From an optimization exercise on the open Yosys and OpenROAD flow, aimed at small area, a short achievable clock period and few clock cycles per item; shortcuts taken in it are not production practice. The RTL was checked by simulation tests, not by an equivalence proof against the original design.

## flow/design.v (module list and top-level ports; edited modules follow where they fit)
// module superres_top: 26293 lines
// module fa: 10 lines
module superres_top #(
    parameter int FRAME_PIXELS = 76800
) (
    input  logic     clk,
    input  logic     rst_n,
    input  superres_pkg::coef_wr_t coef_wr,
    input  logic     start_process,
    input  superres_pkg::window_t  neighborhood,
    output superres_pkg::pixel_t   pixel_out,
    output logic     pixel_done,
    output logic     process_done
);
  // ...
==> flow/run.sh <==
#!/bin/bash
# synth_recipe.tcl (not shown) runs the flow's synth.tcl, then flattens the netlist and writes it again
# the make line also repeats each setting of config.mk as NAME=value (left out here)
make -C /OpenROAD-flow-scripts/flow DESIGN_CONFIG=/design/flow/config.mk WORK_HOME=/design/flow/orfs CLKGATE_MAP_FILE= SYNTH_SCRIPT=/design/flow/synth_recipe.tcl finish
==> flow/config.mk <==
export PLATFORM = sky130hd
export DESIGN_NAME = superres_top
export DESIGN_NICKNAME = superres_top
export VERILOG_FILES = /design/flow/design.v
export SDC_FILE = /design/flow/constraint.sdc
export NUM_CORES = 4
export LEC_CHECK = 0
export CAP_MARGIN = 20
export CORE_MARGIN = 2
export CORE_UTILIZATION = 55
export SETUP_SLACK_MARGIN = 2.5
export SLEW_MARGIN = 20
export SYNTH_HIERARCHICAL = 1
==> flow/constraint.sdc <==
create_clock -name core_clock -period 10.0 [get_ports {clk}]
set_input_delay 2.0000 -clock core_clock [delete_from_list [all_inputs] [get_ports {clk}]]
set_output_delay 2.0000 -clock core_clock [all_outputs]
set_load 0.01 [all_outputs]
==> flow_summary_export.csv, run 1 <==
group,metric,value,unit
run_status,status,"aborted with a tool error",
run_status,haltStage,"global routing (5_1_grt)",
run_status,first-error,"[ERROR GRT-0232] Routing congestion too high. Check the congestion heatmap in the GUI.",
synth,synth-xor-area-share,0.220,%
synth,yosysWarnings,11,
synth,netlist_area,0.159,sq mm
placed_design,portBuffers,260,
synth,yosysSeqAreaShare,12.6,%
synth,yosys-top-cells-area,"fa_1 (65%), nand2_1 (11%), dfrtp_1 (11%)",
synth,synth_most_common_cell,"fa_1",
clock_network,numCtsBuffers,113,
synth,synth_cell_types,76,
synth,ys_top_cells_by_count,"fa_1 (5,121), nand2_1 (4,634), dfrtp_1 (691)",
placed_design,place_congestion,1.20,
synth,synth_top_family_by_area,"adder cells",
synth,synthMuxAreaShare,4.63,%
synth,postSynthCellCount,13500,
synth,avgSynthCellArea,11.7,sq um
floorplan,fp.dieH,542,um
synth,ys_seq_elements,826,
placed_design,post-place-cells,16800,
clock_network,numClockSinks,826,
synth,synthAdderAreaFrac,64.9,%
clock_network,ctsRootBufferMaster,"clkbuf_16",
synth,synth_nets,18900,
clock_network,cts_hold_buf,0,
floorplan,rows,197,
clock_network,post_cts_buffers,24,
synth,synth-edff-count,0,
floorplan,ios,261,
clock_network,h-tree-depth,3,
Testbench counts, summed over its fixed seeds: cycles 1,024, pixels 1,024.
==> run 2, diff against run 1 <==
--- a/flow/config.mk
+++ b/flow/config.mk
@@ -7,7 +7,7 @@
 export LEC_CHECK = 0
 export CAP_MARGIN = 20
 export CORE_MARGIN = 2
-export CORE_UTILIZATION = 55
+export CORE_UTILIZATION = 40
 export SETUP_SLACK_MARGIN = 2.5
 export SLEW_MARGIN = 20
 export SYNTH_HIERARCHICAL = 1
==> run 2 against run 1 <==
- the run now finishes clean
- synthesized area stayed put
- synthesized cell count stayed put
==> flow_summary_export.csv, run 2 <==
group,metric,value,unit
floorplan,core_region_area,0.396,sq mm
final_layout,final_cells,18700,
hold_path,hp-class,"reg2reg",
route,avgViaCountPerCell,6.52,
setup_path,start_kind,"input port",
sta,worstMarginPinSlew,1270,ps
route,drtIter0Drc,19200,
final_layout,regMostFlops,"coef",
placed_design,dp_hpwl,753,mm
final_layout,layout-drive-gt1-share,12.0,%
placed_design,post-place-cells,18300,
final_layout,layout_common_cells,"fa_1 (5,072), nand2_1 (4,631), dfrtp_1 (690)",
sta,final_max_slew_viol_count,0,
clock_network,h-tree-depth,3,
route,drt-total-wl,901,mm
placed_design,portBuffers,260,
sta,whs,473,ps
sta,finalSetupTns,0,ps
synth,ys_seq_elements,826,
synth,yosysSeqAreaShare,12.6,%
synth,synth-edff-count,0,
sta,setup_viol,0,
floorplan,fp.dieH,634,um
sta,fin_crit,7640,ps
sta,hold_viol,0,
floorplan,ios,261,
final_layout,layout.nets,18600,
floorplan,rows,231,
setup_path,max_stage_delay,960,ps
sta,fin_ws,2360,ps
synth,yosys.area.top_type,"fa_1",
final_layout,final_common_cell,"fa_1",
sta,rsz0062_at_grt,"yes",
placed_design,placed_cell_area,0.167,sq mm
setup_path,path_class,"in2reg",
global_routing,grt_pass1_vias,128000,
global_routing,grt.total_usage,45.6,%
setup_path,path_max_fanout,21,
synth,synthFlopType,"dfrtp_1",
final_layout,fin_area,0.173,sq mm
route,drc,0,
route,drt_first_pass_iters,7,
run,max_cap_viol_count,0,
clock_network,ctsRootBufferMaster,"clkbuf_16",
synth,yosys-top-cells-area,"fa_1 (65%), nand2_1 (11%), dfrtp_1 (11%)",
synth,synth_top_cell_area_share,64.5,%
route,num_vias,122000,
setup_path,worstPathBufferInverterCount,1,
run_status,status,"complete, no violations",
sta,skew,119,ps
placed_design,place_congestion,1.20,
setup_path,crit_top_cell,"fa_1",
setup_path,path_delay_family,"adder cells",
sta,max_freq,131,MHz
setup_path,cp.arrival,8410,ps
synth,synth_cell_types,76,
final_layout,post-route-util,43.6,%
global_routing,grt_overflow,0,
sta,fin_crit_sh,76.4,%
clock_network,clkTransAtPathRegs,70,ps
clock_network,clock_latency,990,ps
final_layout,largest_reg_flops,672,
global_routing,antenna_found_initial,138,
synth,yosysWarnings,11,
clock_network,numCtsBuffers,117,
synth,ys_top_cells_by_count,"fa_1 (5,121), nand2_1 (4,634), dfrtp_1 (691)",
clock_network,cts_tree,"done",
clock_network,cts_buffer_depth,4,
floorplan,die_w,634,um
route,ant_nets,0,
global_routing,grt_max_degree,125,
floorplan,initial_core_util,40.2,%
synth,synth_nets,18900,
route,post_drt_wl_per_cell,48.3,um
setup_path,crit_chain,"buf_4, nand2_1, fa_1, fa_1, fa_1, fa_1, fa_1, fa_1, fa_1, fa_1, fa_1, fa_1",
synth,synth_most_common_cell,"fa_1",
final_layout,fillers,36900,
clock_network,numClockSinks,826,
synth,postSynthCellCount,13500,
placed_design,dp_worst_setup_slack,1250,ps
global_routing,grt_first_pass_wirelength,1190,mm
synth,avgSynthCellArea,11.7,sq um
setup_path,crit_path_end_kind,"flip-flop",
synth,async_flop_share,83.7,%
setup_path,crit_required,10770,ps
setup_path,crit_path_top_delay_cell,"fa_1",
sta,slew_headroom,15.5,%
synth,netlist_area,0.159,sq mm
final_layout,syn2layout_area_growth,8.60,%
final_layout,top_regs,"coef (672), r (135), pixel_cnt (17)",
floorplan,die_area,0.402,sq mm
## run 2: logic make-up after synthesis
| family | count (synthesis) | share of synthesized area, % |
|---|---|---|
| and+or+nand+nor | 5484 | 14.2 |
| adders and majority gates | 5167 | 64.9 |
| buffers and inverters | 1194 | 2.82 |
| DFF | 826 | 12.6 |
| muxes | 654 | 4.63 |
| AOI/OAI and AO/OA | 159 | 0.656 |
| xor gates and xnor gates | 40 | 0.220 |
## run 2: cell type report
| type | count | area (sq um) | share of cell area (%) |
|---|---|---|---|
| inverters | 99 | 372 | 0.215 |
| multi-input cells | 11500 | 135000 | 78.1 |
| repair buffers | 665 | 6340 | 3.67 |
| clock buffers | 149 | 3230 | 1.87 |
| diodes | 119 | 298 | 0.173 |
| well taps | 5242 | 6560 | 3.80 |
| clock inverters | 65 | 930 | 0.539 |
| flip-flops and latches | 826 | 20000 | 11.6 |
## run 2: path summary, 6_finish.rpt
path / start / to / slack (ps) / cells after the start
min: pixel_cnt[4]$_DFFE_PN0P_ / pixel_cnt[4]$_DFFE_PN0P_ / 470 / 1
min in group asynchronous: rst_n / coef[66][3]$_DFFE_PN0P_ / 1000 / 1
min reg2reg: pixel_cnt[4]$_DFFE_PN0P_ / pixel_cnt[4]$_DFFE_PN0P_ / 470 / 1
max in group asynchronous: rst_n / coef[47][4]$_DFFE_PN0P_ / 7080 / 3
max: neighborhood[214] / r[113]$_DFF_P_ / 2360 / 12
max reg2reg: coef[73][5]$_DFFE_PN0P_ / r[113]$_DFF_P_ / 3180 / 11
## run 2: per-module statistics from Yosys, one instance, submodules excluded
| module | cells inside | copies in the design | cell area, sq um |
|---|---|---|---|
| fa | 1 | 5118 | 20.0 |
| superres_top | 8406 | 1 | 56400 |
## run 2: repair_timing
action / 4_1_cts / 5_1_grt
hold buffers: 0 / 0
pin swaps: 1 / 8
setup endpoints to repair: 62 / 78
resized for setup: 172 / 248
setup buffers: 1 / 2
## run 2: metal layers
layer  share of wire (%)  vias up  GRT usage [%]
li1                    -    40300              -
met1                  33    65100           53.0
met2                  38    12800           58.9
met3                  18     3504           28.9
met4                  10       94           35.5
met5                0.22        -           2.64

==> afterwards: timing with drivers on the ports <==
The results above use ideal ports. As a check the final layout listed here was re-extracted and re-timed, cells and wires unchanged.
Step 1 sets driving cells, clkbuf_16 on the clock port and buf_2 on the other inputs (assumed; they add their load-dependent delay and slew).
Step 2 adds t to the input delays and takes it off the output delays; t is the mean of the earliest and latest rising clock arrival at the registers after step 1. Input paths then give back, and output paths get back, about the clock's delay inside the block.
Three values: no drivers, after step 1, after step 2; two values: the first two.
run: run 2
t (ns): 1.058
setup slack, ns: 2.355 / 2.390 / 1.391
clock arrival spread, ns: 0.133 / 0.133
worst data-port slew with drivers (ns): 0.32
pins driven straight from the clock port: 1
After both steps setup and hold are still met in run 2. The setup slack of run 2 moves by +0.035 ns with the drivers and by -0.964 ns with both steps.
